From an optimization exercise on the open Yosys and OpenROAD flow, aimed at small area, a short achievable clock period and few clock cycles per item; shortcuts taken in it are not production practice. No functional check of the RTL was part of any run shown here.

--- design/flow/run.sh ---
#!/bin/bash
# synth_recipe.tcl (not shown) runs the flow's synth.tcl, then flattens the netlist and writes it again
# the make line also repeats each setting of config.mk as NAME=value (left out here)
make -C /OpenROAD-flow-scripts/flow DESIGN_CONFIG=/design/flow/config.mk WORK_HOME=/design/flow/orfs CLKGATE_MAP_FILE= SYNTH_SCRIPT=/design/flow/synth_recipe.tcl finish
--- design/flow/config.mk ---
export PLATFORM = sky130hd
export DESIGN_NAME = ccu_muldiv_seq
export DESIGN_NICKNAME = ccu_muldiv_seq
export VERILOG_FILES = /design/flow/design.v
export SDC_FILE = /design/flow/constraint.sdc
export NUM_CORES = 4
export LEC_CHECK = 0
export CAP_MARGIN = 20
export CORE_MARGIN = 2
export CORE_UTILIZATION = 40
export SETUP_SLACK_MARGIN = 5
export SLEW_MARGIN = 20
--- design/flow/constraint.sdc ---
create_clock -name core_clock -period 10.5 [get_ports {clk}]
set_input_delay 2.1000 -clock core_clock [delete_from_list [all_inputs] [get_ports {clk}]]
set_output_delay 2.1000 -clock core_clock [all_outputs]
set_load 0.01 [all_outputs]
--- design/flow/design.v ---
module ccu_muldiv_seq (
    input  logic        clk,
    input  logic        rst,
    input  logic        start,
    input  logic [7:0]  alu_mode,
    input  logic [31:0] src1,
    input  logic [31:0] src2,
    input  logic        flush,
    output logic        stall,
    output logic        done,
    output logic [31:0] result,
    output logic        ccu_ans_mux_sel,
    output logic [1:0]  state_dbg
);
    localparam logic [1:0] S_IDLE = 2'd0, S_MUL = 2'd1, S_DIV = 2'd2, S_DONE = 2'd3;
    localparam logic [1:0] P_PREP = 2'd0, P_INIT = 2'd1, P_STEP = 2'd2, P_FIX = 2'd3;
    function automatic logic [31:0] smear(input logic [31:0] x);
        for (int i = 31; i >= 0; i--)
            smear[i] = (i == 31) ? x[31] : (x[i] | smear[i + 1]);
    endfunction
    function automatic logic [5:0] tlen(input logic [31:0] t);
        logic [32:0] te;
        tlen = 6'd0;
        te = {1'b0, t};
        for (int i = 0; i < 32; i++)
            if (te[i] & ~te[i + 1]) tlen = 6'(i + 1);
    endfunction
    logic [1:0]  state, ph;
    logic [5:0]  ptr;        
    logic [31:0] M;          
    logic [31:0] D;          
    logic [31:0] R;          
    logic [31:0] H;          
    logic [4:0]  hc;         
    logic [2:0]  op_r;
    logic        dz_r, msign, dsign, sel_r, fix;
    logic        c_one, c_two, c_neg, c_x, c_xz, dbit;
    logic        h_one, h_two, h_neg;
    logic [2:0]  op;
    logic        is_md, accept;
    assign op     = alu_mode[2:0];
    assign is_md  = (alu_mode[7:4] == 4'h4);
    assign accept = (state == S_IDLE) & start & is_md & ~flush;
    logic        prep, s1, s2, neg1, neg2, swap, early, negr;
    logic [31:0] S1, S2;
    logic [8:0]  T1, T2, Tm, L;
    logic [5:0]  w1, w2;
    logic [6:0]  ip1, cmpa;
    logic [36:0] fx;
    logic [4:0]  wfirst;
    logic [3:0]  jbin;
    assign prep  = (ph == P_PREP);
    assign s1    = op_r[2] ? ~op_r[0] : (op_r[1:0] != 2'b11);
    assign s2    = op_r[2] ? ~op_r[0] : ~op_r[1];
    assign neg1  = s1 & M[31];
    assign neg2  = s2 & D[31];
    assign S1    = smear(M ^ {32{neg1}});
    assign S2    = smear(D ^ {32{neg2}});
    always_comb begin
        T1[0] = 1'b1;
        T2[0] = 1'b1;
        for (int k = 1; k < 9; k++) begin
            T1[k] = S1[4 * k - 1];
            T2[k] = S2[4 * k - 1];
        end
    end
    assign Tm    = T1 & T2;
    assign L     = Tm & ~{1'b0, Tm[8:1]};
    assign swap  = |(T1 & ~T2);
    assign fx    = swap ? {{4{s2 & D[31]}}, D, 1'b0} : {{4{s1 & M[31]}}, M, 1'b0};
    always_comb begin
        wfirst = 5'd0;
        jbin   = 4'd0;
        for (int k = 0; k < 9; k++) begin
            wfirst = wfirst | ({5{L[k]}} & fx[4 * k +: 5]);
            jbin   = jbin | ({4{L[k]}} & 4'(k));
        end
    end
    assign w1    = tlen(S1);
    assign w2    = tlen(S2);
    assign cmpa  = {1'b0, w1} + {6'd0, neg1};
    assign ip1   = cmpa - {1'b0, w2} + 7'd1;
    assign early = dz_r | (cmpa < {1'b0, w2});
    assign negr  = op_r[1] ? neg1 : (neg1 ^ neg2);
    logic        is_div, last, ge;
    logic [5:0]  pn;
    logic [31:0] xres, hsum;
    logic [36:0] mx, dext, mag, hmag, ya, yh, xa, sum;
    logic [4:0]  win;
    assign is_div = state[1];
    assign last   = (ptr == 6'd0);
    assign pn     = ptr - 6'd1;
    assign mx     = {{4{msign & M[31]}}, M, 1'b0};
    assign win    = mx[{pn[3:0], 2'b00} +: 5];
    assign dext   = {{5{dsign & D[31]}}, D};
    assign xres   = sel_r ? R : H;
    assign mag  = c_one ? dext
                : c_two ? {dext[35:0], 1'b0}
                : c_x   ? {5'd0, xres}
                : 37'd0;
    assign hmag = h_one ? dext
                : h_two ? {dext[35:0], 1'b0}
                : 37'd0;
    assign ya  = mag ^ {37{c_neg}};
    assign yh  = {hmag[34:0] ^ {35{h_neg}}, 2'b00};
    assign xa  = c_xz ? 37'd0
               : is_div ? {3'd0, R, dbit, 1'b0}
               : {5'd0, R[27:0], 1'b0, h_neg, 2'b00};
    assign sum = xa + ya + yh + {36'd0, c_neg};
    assign ge  = ~sum[36];
    assign hsum = H + {{27{hc[4]}}, hc};
    always_ff @(posedge clk or posedge rst) begin
        if (rst) begin
            state <= S_IDLE;
        end else begin
            case (state)
                S_IDLE: if (accept) state <= op[2] ? S_DIV : S_MUL;
                S_MUL, S_DIV: begin
                    if (flush)
                        state <= S_IDLE;
                    else if ((prep & is_div & early) || ph == P_FIX ||
                             (ph == P_STEP && last && !fix))
                        state <= S_DONE;
                end
                default: state <= S_IDLE;
            endcase
        end
    end
    logic dneg;
    assign dneg = dsign & D[31];
    always_ff @(posedge clk) begin
        ptr  <= pn;
        dbit <= M[pn[4:0]] & ~pn[5];
        hc   <= (state == S_MUL) ? sum[36:32] : 5'd0;
        R     <= sum[31:0];
        H     <= {hsum[27:0], R[31:28]};
        c_one <= win[1] ^ win[0];
        c_two <= (win[2] & ~win[1] & ~win[0]) | (~win[2] & win[1] & win[0]);
        c_neg <= win[2];
        h_one <= win[3] ^ win[2];
        h_two <= (win[4] & ~win[3] & ~win[2]) | (~win[4] & win[3] & win[2]);
        h_neg <= win[4];
        c_x   <= 1'b0;
        c_xz  <= 1'b0;
        case (state)
            S_IDLE: begin
                R     <= op[2] ? src1 : 32'd0;
                H     <= {32{op[2] & (src2 == 32'd0)}};
                c_one <= 1'b0;
                c_two <= 1'b0;
                c_neg <= op[2] & ~op[0] & src1[31];
                c_x   <= op[2];
                c_xz  <= op[2];
                h_one <= 1'b0;
                h_two <= 1'b0;
                h_neg <= 1'b0;
            end
            S_MUL: begin
                if (prep) begin
                    ptr   <= {2'b0, jbin};
                    c_one <= wfirst[1] ^ wfirst[0];
                    c_two <= (wfirst[2] & ~wfirst[1] & ~wfirst[0]) | (~wfirst[2] & wfirst[1] & wfirst[0]);
                    c_neg <= wfirst[2];
                    h_one <= wfirst[3] ^ wfirst[2];
                    h_two <= (wfirst[4] & ~wfirst[3] & ~wfirst[2]) | (~wfirst[4] & wfirst[3] & wfirst[2]);
                    h_neg <= wfirst[4];
                end
                if (ph == P_FIX) H <= hsum;
            end
            S_DIV: begin
                c_one <= 1'b0;
                c_two <= 1'b1;
                c_neg <= prep ? ~neg2 : ~dneg;
                h_one <= 1'b0;
                h_two <= 1'b0;
                h_neg <= 1'b0;
                H     <= {H[30:0], ge};
                case (ph)
                    P_PREP: begin
                        ptr <= ip1[5:0];
                        R   <= M;
                        H   <= {32{dz_r}};
                    end
                    P_INIT: begin
                        R   <= M >> ptr;
                        H   <= 32'd0;
                    end
                    P_STEP: begin
                        R <= ge ? sum[32:1] : {R[30:0], dbit};
                        if (last) begin
                            c_two <= 1'b0;
                            c_neg <= 1'b1;
                            c_x   <= 1'b1;
                            c_xz  <= 1'b1;
                        end
                    end
                    default: ;
                endcase
            end
            default: ;
        endcase
    end
    always_ff @(posedge clk) begin
        case (state)
            S_IDLE: begin
                M     <= src1;
                D     <= src2;
                op_r  <= op;
                dz_r  <= (src2 == 32'd0);
                ph    <= P_PREP;
                sel_r <= op[2] | (op[1:0] == 2'b00);
            end
            S_MUL: begin
                if (prep) begin
                    M     <= swap ? D : M;
                    D     <= swap ? M : D;
                    msign <= swap ? s2 : s1;
                    dsign <= swap ? s1 : s2;
                    fix   <= (op_r[1:0] != 2'b00);
                    ph    <= P_STEP;
                end else if (last) begin
                    ph    <= P_FIX;
                end
            end
            S_DIV: begin
                case (ph)
                    P_PREP: begin
                        M     <= sum[31:0];
                        sel_r <= op_r[1];
                        msign <= 1'b0;
                        dsign <= s2;
                        fix   <= negr;
                        ph    <= P_INIT;
                    end
                    P_INIT: ph <= P_STEP;
                    P_STEP: if (last) ph <= P_FIX;
                    default: sel_r <= 1'b1;
                endcase
            end
            default: ;
        endcase
    end
    assign result          = xres;
    assign stall           = accept | (state == S_MUL) | (state == S_DIV);
    assign done            = (state == S_DONE);
    assign ccu_ans_mux_sel = done;
    assign state_dbg       = state;
endmodule
==> impl_results.md, run 1 <==
- DP HPWL: approximately 62000 µm
- Max Clk Rate: ~180 MHz
- CTS tree: done
- PnR worst setup slack: approximately 5.1 ns
- Initial antenna violation count: 0
- P&R area growth vs syn: 13.7%
- Synth unique cells: 94
- Fraction of registers with async set or reset after synthesis: between 1 and 1.5%
- Crit path launch type: primary input
- Final core occ: between 40 and 50%
- First-pass GRT wire length: between 100000 and 150000 µm
- Wire length after detailed routing: ~88000 µm
- Synthesis Warnings: 1
- Most common cell in the synthesized netlist: a21oi_1
- Post-synthesis sequential area ratio: ~20%
- Hold crit path type: reg2reg
- Clock-pin transition on the worst setup and hold timing paths: roughly 0.080 ns
- Iteration-0 DRC Markers: ~2900
- Clock latency (worst-skew pair): 0.51 ns
- Synth top cells by count: 221 x a21oi_1, 215 x nand2_1, 210 x nor2_1
- ANT nets after route: 0
- Die Ht: around 230 µm
- Synthesized flop and latch total: roughly 160
- WP data required: 8.40 ns
- Max Slew Vio Count: 0
- Top FF cell, synth: dfxtp_1
- Final cell count without fillers: 3093
- Slew margin rel.: roughly 22%
- Clock root buffer: clkbuf_16
- CTS buffer count: 17
- Port-buffer cells: between 100 and 150
- # setup viols final: 0
- Slowest CP cell: clkdlybuf4s50_1
- Mean Syn Cell Area: just under 8 µm²
- Period utilisation layout: around 52%
- Least-Margin Pin Slew: ~1.1 ns
- Initial core utilization: approximately two fifths
- Core area: around 49000 µm²
- RSZ-0062 raised after global routing: false
- Max stage delay on crit path: 0.42 ns
- Setup WS pre-CTS: ~4.4 ns
- Vias per cell: 6.70
- Top-area cell type share of the netlist area: 11.3%
- # DRC: 0
- Crit path cell chain: clkdlybuf4s50_1, nor4b_2, nand3b_1, o21ai_0, clkdlybuf4s15_1
- EDFF count, synth: 74
- Share of cells above drive strength 1: ~14%
- CP max FO: 2
- Overflow after GRT: 0
- Synth Instances: between 2000 and 2500
- Clock skew: around 0.012 ns
- Via count: 20712
- Max-capacitance violation count: 0
- GR Util All Layers: 34.0%
- Setup CP Type: in2out
- Final hold vios: 0
- Nets: between 2000 and 3000
- CP Data Arrival Time: ~3.3 ns
- Hold-fix buffers, CTS: 0
- Outcome: finished clean
- Post-synthesis net count: approximately 2700
- Placed Cells incl. Taps: 3031
- # rows: 81
- Largest net degree at the start of global routing: between 70 and 80
- Die ar.: around 50000 µm²
- # IOs: approximately 110
- Vias in the first global route: between 15000 and 20000
- CP Capture Type: primary output
- Biggest area consumer among synthesized cells: edfxtp_1
- Max clock buf depth: 2
- H-tree Lvls: 4
- Placer Congestion: roughly 1
- Min Clock Period, post-route: roughly 5.4 ns
- Die width: 225 µm
- WL/cell: 28.6 µm
- First drt pass iteration count: 8
- Clock Sinks: 159
- Top cells by area, synth: edfxtp_1 11%, dfxtp_1 8.5%, mux2_2 6.0%, ha_1 5.9%, a21oi_1 5.6%
- Mapped Area: about 20000 µm²
- Post-route setup TNS: 0 ns
layout make-up:
| cell class | instances | area, µm² |
|---|---|---|
| fill | 4920 | 26400 |
| multi-input combinational | 2002 | 14700 |
| sequential | 159 | 3940 |
| timing repair buffer | 208 | 2010 |
| tap | 622 | 778 |
| clock buffer | 17 | 425 |
| inverter | 69 | 260 |
| clock inverter | 15 | 166 |
| antenna | 1 | 2.50 |
registers in the layout (all words and copies together), names as in the netlist, 2 cells and up:
name	count
D	32
hc	5
op_r	3
H	32
state	2
ph	2
ptr	6
R	32
M	32
critical path: cells and delay by family:
kind                   cells  cell delay, ns
AND/OR/NAND/NOR            2            0.39
AO/OA/AOI/OAI              1            0.16
buffers and inverters      2            0.69
worst paths after layout:
path | startpoint | endpoint | slack, ns | cells after the start
setup / recovery | alu_mode[5] | stall | 5.07 | 5
hold / removal | R[31] | H[3] | 0.64 | 2
setup reg to reg | sel_r | R[4] | 5.10 | 21
hold reg to reg | R[31] | H[3] | 0.64 | 2
max in group asynchronous | rst | state[1] | 8.64 | 2
min in group asynchronous | rst | state[1] | 1.74 | 2
cells by family after synthesis:
kind of cell               Yosys count  share of synthesized area, %
AOI/OAI and AO/OA                  840                          27.6
xor gates and xnor gates           142                          6.35
adders and majority gates          128                          9.56
buffers and inverters              300                          6.11
DFF                                159                          20.1
muxes                              240                          14.7
and+or+nand+nor                    652                          15.5
metal layers:
metal  vias to the layer above  global-route usage (%)  share of wire [%]
li1                       9130                       -                  -
met1                     10016                    46.1                 41
met2                      1314                    50.8                 42
met3                       252                    7.22                 11
met4                         0                    17.9                6.2
met5                         -                       0                  0
repair_timing:
| item | CTS | global route |
|---|---|---|
| gates resized for setup | 19 | 39 |
| pin swaps | 1 | 6 |
| gates cloned | 0 | 3 |
| setup endpoints to repair | 40 | 41 |
| setup buffers | 0 | 24 |
layout by cell type, fill, tap and decap left out, types with 14 or more instances in the layout:
cell,netlist,final
inv_1,65,64
nor2b_1,23,21
ha_1,92,85
mux2_2,104,104
nor2_1,210,205
a211oi_1,21,21
mux4_2,27,27
buf_4,2,84
clkdlybuf4s50_1,0,110
edfxtp_1,74,74
o21ai_0,196,189
fa_1,36,36
and2_1,18,17
nand2_1,215,212
xor2_1,55,55
nor4_1,19,18
o22ai_1,32,31
dfxtp_1,83,79
a22oi_1,85,85
xnor2_1,87,83
nand4_1,17,17
a31oi_1,32,30
a21oi_1,221,215
a21o_1,33,33
clkbuf_16,0,19
o211ai_1,27,27
nand3_1,42,42
nor3_1,24,24
and3_1,14,14
mux2i_1,106,106
a221oi_1,55,53
nand2b_1,19,19
o21a_1,26,26
per-stage QoR:
stage | hold WS, ns | area (µm²)
finish | 0.640 | 22300
CTS | 0.620 | 21800
global route | 0.636 | 22300
floorplan | 0.454 | 19600
global placement | 0.609 | 21100
detailed placement | 0.597 | 21100
==> run 2: changes to the inputs <==
--- a/design/flow/design.v
+++ b/design/flow/design.v
@@ -165,7 +165,6 @@
                     h_two <= (wfirst[4] & ~wfirst[3] & ~wfirst[2]) | (~wfirst[4] & wfirst[3] & wfirst[2]);
                     h_neg <= wfirst[4];
                 end
-                if (ph == P_FIX) H <= hsum;
             end
             S_DIV: begin
                 c_one <= 1'b0;
@@ -216,7 +215,7 @@
                     D     <= swap ? M : D;
                     msign <= swap ? s2 : s1;
                     dsign <= swap ? s1 : s2;
-                    fix   <= (op_r[1:0] != 2'b00);
+                    fix   <= 1'b0;
                     ph    <= P_STEP;
                 end else if (last) begin
                     ph    <= P_FIX;
@@ -240,7 +239,7 @@
             default: ;
         endcase
     end
-    assign result          = xres;
+    assign result          = sel_r ? R : hsum;
     assign stall           = accept | (state == S_MUL) | (state == S_DIV);
     assign done            = (state == S_DONE);
     assign ccu_ans_mux_sel = done;
==> run 2 against run 1 <==
Against the previous run: synthesized area fell by 0.43%; first-iteration DRC count is 18% higher; worst setup slack worse by 0.53 ns; synthesized cell count is 1.8% higher; count of clock-buffer cells in the layout is the same; critical path depth grew 11; final cell count grew 3.5%.
==> impl_results.md, run 2 <==
- First-pass GRT wire length: 134000 µm (was 127000 µm)
- WP data required: 8.40 ns (about the same)
- Clock root buffer: clkbuf_16 (unchanged)
- DRT met1 WL: 37500 µm (was 36000 µm)
- PnR worst setup slack: 4.53 ns (was 5.07 ns)
- Hold-fix buffers, CTS: 0 (unchanged)
- Post-route setup TNS: 0 ns (unchanged)
- Die Ht: 225 µm (about the same)
- Crit path buf inv count: 3 (was 2)
- Max Used Layer: met4 (unchanged)
- FF-to-FF path depth: 24 (was 21)
- Period utilisation layout: 56.8% (was 51.8%)
- Vias in the first global route: 19804 (was 19055)
- Worst r2r src: c_x (was sel_r)
- Min Clock Period, post-route: 5.97 ns (was 5.43 ns)
- P&R area growth vs syn: 19.7% (was 13.7%)
- Mean Syn Cell Area: 7.78 µm² (was 7.96 µm²)
- Most frequent cells in the layout: 216 x nand2_1, 207 x a21oi_1, 205 x nor2_1 (was 215 x a21oi_1, 212 x nand2_1, 205 x nor2_1)
- Slew margin rel.: 19.3% (was 22.4%)
- Initial antenna violation count: 4 (was 0)
- Max stage delay on crit path: 0.41 ns (was 0.42 ns)
- ANT nets after route: 0 (unchanged)
- Synthesis Warnings: 1 (unchanged)
- WL/cell: 29.3 µm (was 28.6 µm)
- Most common cell in the synthesized netlist: a21oi_1 (unchanged)
- Setup WS pre-CTS: 3.83 ns (was 4.40 ns)
- Share of cells above drive strength 1: 18.0% (was 13.6%)
- Top cells by area, synth: edfxtp_1 11%, dfxtp_1 8.5%, ha_1 5.9%, a21oi_1 5.9%, o21ai_0 5.6% (was edfxtp_1 11%, dfxtp_1 8.5%, mux2_2 6.0%, ha_1 5.9%, a21oi_1 5.6%)
- Top-area cell type share of the netlist area: 11.4% (was 11.3%)
- Reg area: 3960 µm² (was 3940 µm²)
- Die ar.: 50500 µm² (was 50700 µm²)
- Crit path launch type: flip-flop (was primary input)
- Wire length after detailed routing: 93700 µm (was 88400 µm)
- Met2 Routed Length: 39600 µm (was 37600 µm)
- EDFF count, synth: 74 (unchanged)
- CP Data Arrival Time: 3.87 ns (was 3.33 ns)
- First drt pass iteration count: 9 (was 8)
- DP HPWL: 67100 µm (was 62300 µm)
- Fill cell count: 4573 (was 4920)
- Setup CP Type: reg2out (was in2out)
- Max Slew Vio Count: 0 (unchanged)
- RSZ-0062 raised after global routing: true (was false)
- Overflow after GRT: 0 (unchanged)
- Routed wl met3: 11600 µm (was 9330 µm)
- Most common cell after layout, fill and taps aside: nand2_1 (was a21oi_1)
- # DRC: 0 (unchanged)
- Final hold vios: 0 (unchanged)
- Core area: 47900 µm² (was 48600 µm²)
- Port-buffer cells: 111 (unchanged)
- Synth top cells by count: 228 x a21oi_1, 219 x o21ai_0, 217 x nand2_1 (was 221 x a21oi_1, 215 x nand2_1, 210 x nor2_1)
- Reg-to-reg setup timing slack: 5.11 ns (was 5.10 ns)
- Die width: 225 µm (about the same)
- Min-delay src: R[31] (unchanged)
- H-tree Lvls: 4 (unchanged)
- Iteration-0 DRC Markers: 3358 (was 2851)
- Hold crit path type: reg2reg (unchanged)
- Crit path cell chain: ha_4, inv_2, fa_2, nor2b_1, o21a_1, o21a_1, o311ai_4, and4_4, nand4b_1, a221o_1, a2111oi_4, buf_4, a31oi_2, mux2_2, nand3_2, buf_6 (was clkdlybuf4s50_1, nor4b_2, nand3b_1, o21ai_0, clkdlybuf4s15_1)
- # setup viols final: 0 (unchanged)
- Max Clk Rate: 168 MHz (was 184 MHz)
- Multi-input logic area: 15100 µm² (was 14700 µm²)
- Clock-pin transition on the worst setup and hold timing paths: 0.07 ns (was 0.08 ns)
- Clock Sinks: 159 (unchanged)
- Post-synthesis sequential area ratio: 20.2% (was 20.1%)
- CTS buffer count: 17 (unchanged)
- Least-Margin Pin Slew: 1.21 ns (was 1.13 ns)
- GR Util All Layers: 35.9% (was 34.0%)
- Outcome: finished clean (unchanged)
- Max clock buf depth: 2 (unchanged)
- Clock latency (worst-skew pair): 0.49 ns (was 0.51 ns)
- Min-Delay Path Depth: 2 (unchanged)
- CTS tree: done (unchanged)
- CP max FO: 3 (was 2)
- CP Capture Type: primary output (unchanged)
- Post-synthesis net count: 2710 (was 2665)
- Synth unique cells: 89 (was 94)
- Vias per cell: 6.81 (was 6.70)
- Hold Crit Endpoint: H[3] (unchanged)
- Top FF cell, synth: dfxtp_1 (unchanged)
- Synth Instances: 2506 (was 2461)
- Via count: 21790 (was 20712)
- Biggest area consumer among synthesized cells: edfxtp_1 (unchanged)
- Max-capacitance violation count: 0 (unchanged)
- Nets: 2775 (was 2661)
- # IOs: 113 (unchanged)
- Worst r2r dst: R[17] (was R[4])
- Initial core utilization: 40.7% (was 40.2%)
- Slowest CP cell: a221o_1 (was clkdlybuf4s50_1)
- Clock skew: 0.0132 ns (was 0.0123 ns)
- Placer Congestion: 1.02 (was 1.00)
- Largest net degree at the start of global routing: 75 (unchanged)
- Fraction of registers with async set or reset after synthesis: 1.26% (unchanged)
- Most frequent CP cell: o21a_1
- Crit-path leading delay family: compound AO/OA/AOI/OAI gates (was buffers and inverters)
- Synthesized flop and latch total: 159 (unchanged)
- # rows: 80 (was 81)
- Mapped Area: 19500 µm² (was 19600 µm²)
## run 2: layout make-up
type | count | area share [%]
multi-input combinational | 1995 | 64.6
sequential | 159 | 17.0
timing repair buffer | 271 | 10.6
tap | 615 | 3.30
inverter | 127 | 2.07
clock buffer | 17 | 1.82
clock inverter | 15 | 0.617
antenna | 3 | 0.0322
## run 2: per-layer routing
layer / vias up / track usage, %
li1: 9434 / -
met3: 271 / 9.13
met4: 0 / 16.8
met5: - / 0.587
met2: 1553 / 52.9
met1: 10532 / 48.9
## run 2: logic make-up (layout without fill, tap and decap cells)
group           after synthesis  in the layout  synth area share [%]
other cells                   0              3                     0
fa+ha+maj                   128            128                  9.60
compound gates              881            882                  29.2
xor+xnor                    138            138                  6.20
flops                       159            159                  20.2
simple gates                648            648                  15.3
buf+inv                     353            430                  7.09
mux                         199            199                  12.5
## run 2: how the worst max path moves through the flow
| stage | cells after the start | endpoint | start | slack, ns |
|---|---|---|---|---|
| final | 16 | result[30] | H[0] | 4.53 |
| after global routing | 16 | result[30] | H[0] | 4.43 |
| after CTS | 16 | result[30] | H[0] | 4.40 |
| after detailed placement | 18 | R[6] | sel_r | 3.83 |
| after global placement | 18 | R[2] | sel_r | 3.82 |
| after floorplan | 14 | result[28] | H[0] | 4.99 |
## run 2: what timing repair did
item	in CTS	in global routing
buffers inserted	64	27
pin swaps	34	62
gates cloned	2	3
gates resized for setup	128	142
endpoints found under the setup margin	83	68
## run 2: worst min-delay path: stages, from the launching register on
cell	delay (ns)
dfxtp_1	0.35
nor2_1	0.11
a21oi_1	0.04
## run 2: stage by stage
stage	instance area, µm²	util, %	std cells	hold slack, ns
global placement	21000	43.8	3071	0.552
finish	23300	48.7	3202	0.548
detailed placement	21000	43.8	3071	0.536
global route	23300	48.7	3200	0.572
CTS	22500	46.9	3169	0.549
floorplan	19500	-	2506	0.474

[re-timing with driven ports]
The flow's constraints put no driver on any port. The routed layouts listed below were extracted and timed again, unchanged, in two steps.
Step 1: set_driving_cell puts a clkbuf_16 on clk and a buf_2 on each other input, an assumption about the parent block.
Step 2 adds t to the input delays and takes it off the output delays; t is the mean of the earliest and latest rising clock arrival at the registers after step 1. Input paths then give back, and output paths get back, about the clock's delay inside the block.
Three values: ideal, step 1, step 2; two values: the first two.
run	t, ns	slack for setup (ns)	latest minus earliest clock arrival (ns)	worst data-port slew with drivers (ns)
run 1	0.555	5.066 / 5.043 / 5.043	0.012 / 0.012	0.06
run 2	0.543	4.534 / 4.471 / 4.607	0.014 / 0.014	0.05
After both steps every run listed still meets setup and hold. The setup slack of run 1, which loses most, moves by -0.023 ns with the drivers and by -0.023 ns with both steps.
